This design comes from an exercise in tuning for small area, a short achievable clock period and few clock cycles per item on the open sky130 flow, not from production work.
The RTL was checked by simulation tests, not by an equivalence proof against the original design.

==> inputs of job 3511 <==
Design uv_sphere_mesh_generator, start of the top module:
module uv_sphere_mesh_generator (
    input  logic               clk,
    input  logic               rst_n,
    input  logic               item_valid,
    output logic               item_ready,
    input  logic               restart,
    output logic               result_valid,
    input  logic               result_ready,
    output logic [1:0]         item_kind,
    output logic signed [31:0] pos_x,
    output logic signed [31:0] pos_y,
    output logic signed [31:0] pos_z,
    output logic signed [15:0] norm_x,
    output logic signed [15:0] norm_y,
    output logic signed [15:0] norm_z,
    output logic [15:0]        corner_a,
    output logic [15:0]        corner_b,
    output logic [15:0]        corner_c,
    output logic               final_item,
    input  logic               cfg_valid,
    output logic               cfg_ready,
    input  logic [1:0]         cfg_index,
    input  logic [30:0]        cfg_data
);
==> flow/config.mk <==
export PLATFORM = sky130hd
export DESIGN_NAME = uv_sphere_mesh_generator
export DESIGN_NICKNAME = uv_sphere_mesh_generator
export VERILOG_FILES = /design/flow/design.v
export SDC_FILE = /design/flow/constraint.sdc
export NUM_CORES = 4
export LEC_CHECK = 0
export CAP_MARGIN = 20
export CORE_MARGIN = 2
export CORE_UTILIZATION = 40
export CTS_BUF_LIST = sky130_fd_sc_hd__clkbuf_8
export CTS_CLUSTER_SIZE = 30
export SETUP_SLACK_MARGIN = 5
export SLEW_MARGIN = 20
==> flow/constraint.sdc <==
create_clock -name core_clock -period 11.0 [get_ports {clk}]
set_input_delay 2.2000 -clock core_clock [delete_from_list [all_inputs] [get_ports {clk}]]
set_output_delay 2.2000 -clock core_clock [all_outputs]
set_load 0.01 [all_outputs]
run.sh (not shown) runs the stock make flow with config.mk's settings and CLKGATE_MAP_FILE= SYNTH_SCRIPT=/design/flow/synth_recipe.tcl, a recipe that flattens the netlist after the stock synthesis.
==> job 2389 (differences from job 3511) <==
--- a/flow/design.v
+++ b/flow/design.v
@@ -66,11 +66,11 @@
     output logic        last
 );
     logic [7:0]  ring, col;
     logic        half;
     logic [15:0] base, a_reg;
-    logic [15:0] cbv, a1;
+    logic [15:0] cbv, a1, as0, as1;
     logic        col_last, ring_last, ring_last2;
     function automatic logic [15:0] add_s(input logic [15:0] v, input logic [7:0] m1);
         logic [16:0] t;
         t = {v, 1'b1} + {8'd0, m1, 1'b1};
         add_s = t[16:1];
@@ -78,10 +78,12 @@
     assign col_last   = (col == sm1);
     assign ring_last  = (ring == sm1);
     assign ring_last2 = (ring == sm2);
     assign a1         = a_reg + 16'd1;
     assign cbv        = col_last ? base : a1;
+    assign as0        = add_s(a_reg, sm1);
+    assign as1        = col_last ? a1 : as0 + 16'd1;
     always_comb
     begin
         ca   = a_reg;
         cb   = cbv;
         cc   = 16'd0;
@@ -90,18 +92,18 @@
             uvs_pkg::PH_MID:
             begin
                 if (!half)
                 begin
                     ca = a_reg;
-                    cb = add_s(a_reg, sm1);
+                    cb = as0;
                     cc = cbv;
                 end
                 else
                 begin
-                    ca = add_s(cbv, sm1);
+                    ca = as1;
                     cb = cbv;
-                    cc = add_s(a_reg, sm1);
+                    cc = as0;
                 end
             end
             uvs_pkg::PH_SOUTH:
             begin
                 ca   = a_reg;
@@ -176,12 +178,12 @@
                     begin
                         half <= 1'b0;
                         if (col_last)
                         begin
                             col   <= 8'd0;
-                            base  <= add_s(base, sm1);
-                            a_reg <= add_s(base, sm1);
+                            base  <= a1;
+                            a_reg <= a1;
                             if (ring_last2)
                                 phase <= uvs_pkg::PH_SOUTH;
                             else
                                 ring <= ring + 8'd1;
                         end
@@ -460,10 +462,11 @@
     logic        tri_last;
     logic [1:0]         o_kind;
     logic signed [31:0] o_px, o_py, o_pz;
     logic [15:0]        o_nx, o_ny, o_nz;
     logic               o_ntri;    
+    logic               o_nv;      
     logic               o_last;
     assign push      = item_valid && ready_q;
     assign taken     = (out_state == OS_PRES) && result_ready;
     assign out_avail = (out_state != OS_PRES) || result_ready;
     assign can_serve = (pend_cnt != 2'd0) && out_avail;
@@ -549,10 +552,11 @@
                     : (srv_tri ? uvs_pkg::KIND_TRI : uvs_pkg::KIND_IDLE);
             o_px   <= 32'sd0;
             o_py   <= 32'sd0;
             o_pz   <= srv_pole ? (srv_south ? -rad32 : rad32) : 32'd0;
             o_ntri <= !srv_tri;
+            o_nv   <= !srv_pole;
             o_nx   <= srv_tri ? tri_a : 16'd0;
             o_ny   <= srv_tri ? tri_b : 16'd0;
             o_nz   <= srv_pole ? (srv_south ? 16'hC000 : 16'd16384)
                     : (srv_tri ? tri_c : 16'd0);
             o_last <= srv_tri && tri_last;
@@ -570,21 +574,22 @@
                 o_py   <= mres;
                 o_pz   <= pz_q;
                 o_ny   <= uvs_pkg::quant_norm(ny_q);
                 o_nz   <= nzq_q;
                 o_ntri <= 1'b1;
+                o_nv   <= 1'b0;
                 o_last <= 1'b0;
             end
         end
     end
     assign item_kind  = o_kind;
     assign pos_x      = o_px;
     assign pos_y      = o_py;
     assign pos_z      = o_pz;
-    assign norm_x     = o_kind[0] ? 16'd0 : o_nx;
-    assign norm_y     = o_kind[0] ? 16'd0 : o_ny;
-    assign norm_z     = o_kind[0] ? 16'd0 : o_nz;
+    assign norm_x     = o_nv ? 16'd0 : o_nx;
+    assign norm_y     = o_nv ? 16'd0 : o_ny;
+    assign norm_z     = o_nv ? 16'd0 : o_nz;
     assign corner_a   = o_ntri ? 16'd0 : o_nx;
     assign corner_b   = o_ntri ? 16'd0 : o_ny;
     assign corner_c   = o_ntri ? 16'd0 : o_nz;
     assign final_item = o_last;
     logic        abort;
@@ -673,10 +678,12 @@
             begin
                 iss_ptr <= !iss_ptr;
                 if (j_th)
                 begin
                     j_th   <= 1'b0;
+                    j_col  <= 8'd1;
+                    ph_acc <= {1'b0, astep, 1'b0};
                     u_th   <= 1'b1;
                     u_st   <= 2'd1;
                 end
                 else
                 begin
@@ -747,10 +754,13 @@
     localparam logic [1:0] NX_P2   = 2'd2;
     localparam logic [1:0] NX_P3   = 2'd3;
     logic [2:0]  mop, fop, mop_nx;    
     logic        mhi;
     logic [1:0]  nxt, nxt_nx;
+    localparam logic [31:0] CX0 = 32'd1073741822;
+    localparam logic [31:0] CY0 = 32'hFFFFB636;
+    logic        cpend, cpend_nx, csrc, csrc_nx, csrc_op;
     logic        fneg_q, fneg_nx;
     logic [16:0] qw_nx;
     logic [31:0] st_q;
     logic        flip_t;
     logic        free_m;
@@ -761,27 +771,39 @@
     begin
         mop_nx  = OP_NONE;
         nxt_nx  = nxt;
         fneg_nx = fneg_q;
         claim   = 1'b0;
+        cpend_nx = cpend;
+        csrc_nx  = csrc;
         if (free_m)
         begin
             case (nxt)
                 NX_ITEM:
                 begin
-                    if (b_valid && !b_release)
+                    if (cpend)
+                    begin
+                        mop_nx   = OP_P0;
+                        nxt_nx   = NX_P1;
+                        fneg_nx  = flip_t;
+                        cpend_nx = 1'b0;
+                        csrc_nx  = 1'b1;
+                    end
+                    else if (b_valid && !b_release)
                     begin
                         if (b_tag)
                         begin
-                            mop_nx  = OP_TH;
-                            fneg_nx = b_flip;
+                            mop_nx   = OP_TH;
+                            fneg_nx  = b_flip;
+                            cpend_nx = 1'b1;
                         end
                         else
                         begin
                             mop_nx  = OP_P0;
                             nxt_nx  = NX_P1;
                             fneg_nx = b_flip ^ flip_t;
+                            csrc_nx = 1'b0;
                         end
                     end
                 end
                 NX_P1:
                 begin
@@ -809,20 +831,22 @@
             mop_nx = mop;
     end
     logic [2:0]  op;
     always_comb
     begin
-        op = free_m ? mop_nx : mop;
+        op      = free_m ? mop_nx : mop;
+        csrc_op = free_m ? csrc_nx : csrc;
         case (op)
-            OP_P1:   qsrc = b_y;
+            OP_P0:   qsrc = csrc_op ? CX0 : b_x;
+            OP_P1:   qsrc = csrc_op ? CY0 : b_y;
             OP_P2:   qsrc = nx_q;
             OP_P3:   qsrc = ny_q;
             default: qsrc = b_x;
         endcase
         qw_nx = free_m ? {qsrc[15:0], 1'b0} : qsrc[31:15];
     end
-    assign b_release = !mhi && ((mop == OP_P1) || (mop == OP_TH));
+    assign b_release = !mhi && (((mop == OP_P1) && !csrc) || (mop == OP_TH));
     assign m_op      = ((op == OP_P0) || (op == OP_P1)) ? st_q : {1'b0, radius};
     assign ct_v      = b_flip ? -b_x : b_x;
     uvs_mul u_mul (
         .clk  (clk),
         .m_nx    (m_op),
@@ -836,19 +860,23 @@
     assign wr_py = (fop == OP_P3) && (out_state == OS_FILL);
     always_ff @(posedge clk)
     begin
         if (abort)
         begin
-            mop <= OP_NONE;
-            fop <= OP_NONE;
-            mhi <= 1'b0;
-            nxt <= NX_ITEM;
+            mop   <= OP_NONE;
+            fop   <= OP_NONE;
+            mhi   <= 1'b0;
+            nxt   <= NX_ITEM;
+            cpend <= 1'b0;
+            csrc  <= 1'b0;
         end
         else
         begin
-            mop <= mop_nx;
-            nxt <= nxt_nx;
+            mop   <= mop_nx;
+            nxt   <= nxt_nx;
+            cpend <= cpend_nx;
+            csrc  <= csrc_nx;
             mhi <= !free_m;
             fop <= mhi ? mop : OP_NONE;
         end
     end
     always_ff @(posedge clk)
==> flow/flow/run.sh (new file) <==
#!/bin/bash
# The standard layout, with timing repair asked to reach 6.5 ns of setup slack
# at the design's 11 ns clock (config.mk's SETUP_SLACK_MARGIN stops at 5).
# Everything else is the standard flow, run whole by standard.sh.
set -o pipefail
export SETUP_SLACK_MARGIN=6.5
bash standard.sh > standard.log 2>&1
status=$?
tail -20 standard.log
exit $status
==> flow/standard.sh (new file) <==
#!/bin/bash
# synth_recipe.tcl (not shown) runs the flow's synth.tcl, then flattens the netlist and writes it again
# the make line also repeats each setting of config.mk as NAME=value (left out here)
make -C /OpenROAD-flow-scripts/flow DESIGN_CONFIG=/design/flow/config.mk WORK_HOME=/design/flow/orfs CLKGATE_MAP_FILE= SYNTH_SCRIPT=/design/flow/synth_recipe.tcl "${@:-finish}"
SETUP_SLACK_MARGIN = not set   (was 5)
removed: flow/run.sh
==> job 5206 (differences from job 3511) <==
--- a/flow/design.v
+++ b/flow/design.v
@@ -66,11 +66,11 @@
     output logic        last
 );
     logic [7:0]  ring, col;
     logic        half;
     logic [15:0] base, a_reg;
-    logic [15:0] cbv, a1;
+    logic [15:0] cbv, a1, as0, as1;
     logic        col_last, ring_last, ring_last2;
     function automatic logic [15:0] add_s(input logic [15:0] v, input logic [7:0] m1);
         logic [16:0] t;
         t = {v, 1'b1} + {8'd0, m1, 1'b1};
         add_s = t[16:1];
@@ -78,10 +78,12 @@
     assign col_last   = (col == sm1);
     assign ring_last  = (ring == sm1);
     assign ring_last2 = (ring == sm2);
     assign a1         = a_reg + 16'd1;
     assign cbv        = col_last ? base : a1;
+    assign as0        = add_s(a_reg, sm1);
+    assign as1        = col_last ? a1 : as0 + 16'd1;
     always_comb
     begin
         ca   = a_reg;
         cb   = cbv;
         cc   = 16'd0;
@@ -90,18 +92,18 @@
             uvs_pkg::PH_MID:
             begin
                 if (!half)
                 begin
                     ca = a_reg;
-                    cb = add_s(a_reg, sm1);
+                    cb = as0;
                     cc = cbv;
                 end
                 else
                 begin
-                    ca = add_s(cbv, sm1);
+                    ca = as1;
                     cb = cbv;
-                    cc = add_s(a_reg, sm1);
+                    cc = as0;
                 end
             end
             uvs_pkg::PH_SOUTH:
             begin
                 ca   = a_reg;
@@ -176,12 +178,12 @@
                     begin
                         half <= 1'b0;
                         if (col_last)
                         begin
                             col   <= 8'd0;
-                            base  <= add_s(base, sm1);
-                            a_reg <= add_s(base, sm1);
+                            base  <= a1;
+                            a_reg <= a1;
                             if (ring_last2)
                                 phase <= uvs_pkg::PH_SOUTH;
                             else
                                 ring <= ring + 8'd1;
                         end
@@ -460,10 +462,11 @@
     logic        tri_last;
     logic [1:0]         o_kind;
     logic signed [31:0] o_px, o_py, o_pz;
     logic [15:0]        o_nx, o_ny, o_nz;
     logic               o_ntri;    
+    logic               o_nv;      
     logic               o_last;
     assign push      = item_valid && ready_q;
     assign taken     = (out_state == OS_PRES) && result_ready;
     assign out_avail = (out_state != OS_PRES) || result_ready;
     assign can_serve = (pend_cnt != 2'd0) && out_avail;
@@ -549,10 +552,11 @@
                     : (srv_tri ? uvs_pkg::KIND_TRI : uvs_pkg::KIND_IDLE);
             o_px   <= 32'sd0;
             o_py   <= 32'sd0;
             o_pz   <= srv_pole ? (srv_south ? -rad32 : rad32) : 32'd0;
             o_ntri <= !srv_tri;
+            o_nv   <= !srv_pole;
             o_nx   <= srv_tri ? tri_a : 16'd0;
             o_ny   <= srv_tri ? tri_b : 16'd0;
             o_nz   <= srv_pole ? (srv_south ? 16'hC000 : 16'd16384)
                     : (srv_tri ? tri_c : 16'd0);
             o_last <= srv_tri && tri_last;
@@ -570,21 +574,22 @@
                 o_py   <= mres;
                 o_pz   <= pz_q;
                 o_ny   <= uvs_pkg::quant_norm(ny_q);
                 o_nz   <= nzq_q;
                 o_ntri <= 1'b1;
+                o_nv   <= 1'b0;
                 o_last <= 1'b0;
             end
         end
     end
     assign item_kind  = o_kind;
     assign pos_x      = o_px;
     assign pos_y      = o_py;
     assign pos_z      = o_pz;
-    assign norm_x     = o_kind[0] ? 16'd0 : o_nx;
-    assign norm_y     = o_kind[0] ? 16'd0 : o_ny;
-    assign norm_z     = o_kind[0] ? 16'd0 : o_nz;
+    assign norm_x     = o_nv ? 16'd0 : o_nx;
+    assign norm_y     = o_nv ? 16'd0 : o_ny;
+    assign norm_z     = o_nv ? 16'd0 : o_nz;
     assign corner_a   = o_ntri ? 16'd0 : o_nx;
     assign corner_b   = o_ntri ? 16'd0 : o_ny;
     assign corner_c   = o_ntri ? 16'd0 : o_nz;
     assign final_item = o_last;
     logic        abort;
@@ -673,10 +678,12 @@
             begin
                 iss_ptr <= !iss_ptr;
                 if (j_th)
                 begin
                     j_th   <= 1'b0;
+                    j_col  <= 8'd1;
+                    ph_acc <= {1'b0, astep, 1'b0};
                     u_th   <= 1'b1;
                     u_st   <= 2'd1;
                 end
                 else
                 begin
@@ -747,10 +754,13 @@
     localparam logic [1:0] NX_P2   = 2'd2;
     localparam logic [1:0] NX_P3   = 2'd3;
     logic [2:0]  mop, fop, mop_nx;    
     logic        mhi;
     logic [1:0]  nxt, nxt_nx;
+    localparam logic [31:0] CX0 = 32'd1073741822;
+    localparam logic [31:0] CY0 = 32'hFFFFB636;
+    logic        cpend, cpend_nx, csrc, csrc_nx, csrc_op;
     logic        fneg_q, fneg_nx;
     logic [16:0] qw_nx;
     logic [31:0] st_q;
     logic        flip_t;
     logic        free_m;
@@ -761,27 +771,39 @@
     begin
         mop_nx  = OP_NONE;
         nxt_nx  = nxt;
         fneg_nx = fneg_q;
         claim   = 1'b0;
+        cpend_nx = cpend;
+        csrc_nx  = csrc;
         if (free_m)
         begin
             case (nxt)
                 NX_ITEM:
                 begin
-                    if (b_valid && !b_release)
+                    if (cpend)
+                    begin
+                        mop_nx   = OP_P0;
+                        nxt_nx   = NX_P1;
+                        fneg_nx  = flip_t;
+                        cpend_nx = 1'b0;
+                        csrc_nx  = 1'b1;
+                    end
+                    else if (b_valid && !b_release)
                     begin
                         if (b_tag)
                         begin
-                            mop_nx  = OP_TH;
-                            fneg_nx = b_flip;
+                            mop_nx   = OP_TH;
+                            fneg_nx  = b_flip;
+                            cpend_nx = 1'b1;
                         end
                         else
                         begin
                             mop_nx  = OP_P0;
                             nxt_nx  = NX_P1;
                             fneg_nx = b_flip ^ flip_t;
+                            csrc_nx = 1'b0;
                         end
                     end
                 end
                 NX_P1:
                 begin
@@ -809,20 +831,22 @@
             mop_nx = mop;
     end
     logic [2:0]  op;
     always_comb
     begin
-        op = free_m ? mop_nx : mop;
+        op      = free_m ? mop_nx : mop;
+        csrc_op = free_m ? csrc_nx : csrc;
         case (op)
-            OP_P1:   qsrc = b_y;
+            OP_P0:   qsrc = csrc_op ? CX0 : b_x;
+            OP_P1:   qsrc = csrc_op ? CY0 : b_y;
             OP_P2:   qsrc = nx_q;
             OP_P3:   qsrc = ny_q;
             default: qsrc = b_x;
         endcase
         qw_nx = free_m ? {qsrc[15:0], 1'b0} : qsrc[31:15];
     end
-    assign b_release = !mhi && ((mop == OP_P1) || (mop == OP_TH));
+    assign b_release = !mhi && (((mop == OP_P1) && !csrc) || (mop == OP_TH));
     assign m_op      = ((op == OP_P0) || (op == OP_P1)) ? st_q : {1'b0, radius};
     assign ct_v      = b_flip ? -b_x : b_x;
     uvs_mul u_mul (
         .clk  (clk),
         .m_nx    (m_op),
@@ -836,19 +860,23 @@
     assign wr_py = (fop == OP_P3) && (out_state == OS_FILL);
     always_ff @(posedge clk)
     begin
         if (abort)
         begin
-            mop <= OP_NONE;
-            fop <= OP_NONE;
-            mhi <= 1'b0;
-            nxt <= NX_ITEM;
+            mop   <= OP_NONE;
+            fop   <= OP_NONE;
+            mhi   <= 1'b0;
+            nxt   <= NX_ITEM;
+            cpend <= 1'b0;
+            csrc  <= 1'b0;
         end
         else
         begin
-            mop <= mop_nx;
-            nxt <= nxt_nx;
+            mop   <= mop_nx;
+            nxt   <= nxt_nx;
+            cpend <= cpend_nx;
+            csrc  <= csrc_nx;
             mhi <= !free_m;
             fop <= mhi ? mop : OP_NONE;
         end
     end
     always_ff @(posedge clk)
==> flow/flow/run.sh (new file) <==
#!/bin/bash
# The standard layout, with timing repair asked to reach 6.5 ns of setup slack
# at the design's 11 ns clock (config.mk's SETUP_SLACK_MARGIN stops at 5).
# Everything else is the standard flow, run whole by standard.sh.
set -o pipefail
export SETUP_SLACK_MARGIN=6.5
bash standard.sh > standard.log 2>&1
status=$?
tail -20 standard.log
exit $status
==> flow/standard.sh (new file) <==
#!/bin/bash
# synth_recipe.tcl (not shown) runs the flow's synth.tcl, then flattens the netlist and writes it again
# the make line also repeats each setting of config.mk as NAME=value (left out here)
make -C /OpenROAD-flow-scripts/flow DESIGN_CONFIG=/design/flow/config.mk WORK_HOME=/design/flow/orfs CLKGATE_MAP_FILE= SYNTH_SCRIPT=/design/flow/synth_recipe.tcl "${@:-finish}"
CORE_UTILIZATION = 50   (was 40)
SETUP_SLACK_MARGIN = not set   (was 5)
removed: flow/run.sh
==> summary of the runs <==
The lowest fmax belongs to job 3511, the highest to job 5206.
Between job 5206 and job 2389, the lower critical path depth is in job 5206 (gap 4).
First-iteration DRC count, highest first: job 5206, job 2389, job 3511.
Die area, lowest first: job 5206, job 2389, job 3511.
==> figures <==
Outcome: job 2389 finished clean; job 3511 finished clean; job 5206 finished clean
Final critical-path setup slack: job 2389 6180 ps; job 3511 5230 ps; job 5206 6390 ps
Post-detail-place hpwl: job 2389 197000 um; job 3511 196000 um; job 5206 195000 um
Clock network latency to the later pin of the worst-skew pair: job 2389 960 ps; job 3511 990 ps; job 5206 940 ps
Number of synthesized flops with an enable pin: job 2389 335; job 3511 334; job 5206 335
Count of filler cells inserted in the layout: job 2389 17700; job 3511 18500; job 5206 13500
Post-route core utilization: job 2389 47.1%; job 3511 44.6%; job 5206 58.0%
Num rows: job 2389 159; job 3511 160; job 5206 142
Number of standard cells after synthesis: job 2389 8318; job 3511 8496; job 5206 8318
Number of flip-flops and latches: job 2389 1026; job 3511 1023; job 5206 1026
Share of Yosys cell area claimed by the top area cell type: job 2389 14.7%; job 3511 14.4%; job 5206 14.7%
Comb_multi_in: job 2389 6349; job 3511 6490; job 5206 6349
Testbench counts of job 3511, summed over its fixed seeds: cycles 55,980, items 15,858.
Testbench counts of job 2389, summed over its fixed seeds: cycles 53,994, items 15,858.
Testbench counts of job 5206, summed over its fixed seeds: cycles 53,994, items 15,858.

-- separate check: timing with driven ports --
How much do the figures lean on ideal ports? The routed layouts below were timed once more, with nothing changed but the port constraints. Step 1 (the two cells are an assumption about what drives the block):
set clk [get_ports {clk}]
set_driving_cell -lib_cell sky130_fd_sc_hd__clkbuf_16 $clk
set_driving_cell -lib_cell sky130_fd_sc_hd__buf_2 [delete_from_list [all_inputs] $clk]
Step 2 adds t to the input delays and takes it off the output delays; t is the mean of the earliest and latest rising clock arrival at the registers after step 1. Input paths then give back, and output paths get back, about the clock's delay inside the block. Three values: ideal ports, drivers, drivers and shift; two values: the first two.
run	shift t [ns]	setup WS [ns]	hold WS [ns]	latest minus earliest clock arrival (ns)	slew at the worst register clock pin (ns)
job 3511	1.022	5.227 / 5.227 / 5.227	0.462 / 0.462 / 0.462	0.099 / 0.099	0.08 / 0.08
job 2389	1.026	6.180 / 6.180 / 5.666	0.452 / 0.452 / 0.452	0.048 / 0.048	0.07 / 0.07
job 5206	0.992	6.386 / 6.386 / 5.623	0.451 / 0.451 / 0.451	0.057 / 0.057	0.07 / 0.07
After both steps every run listed still meets setup and hold. The setup slack of job 5206, which loses most, moves by 0.000 ns with the drivers and by -0.763 ns with both steps.
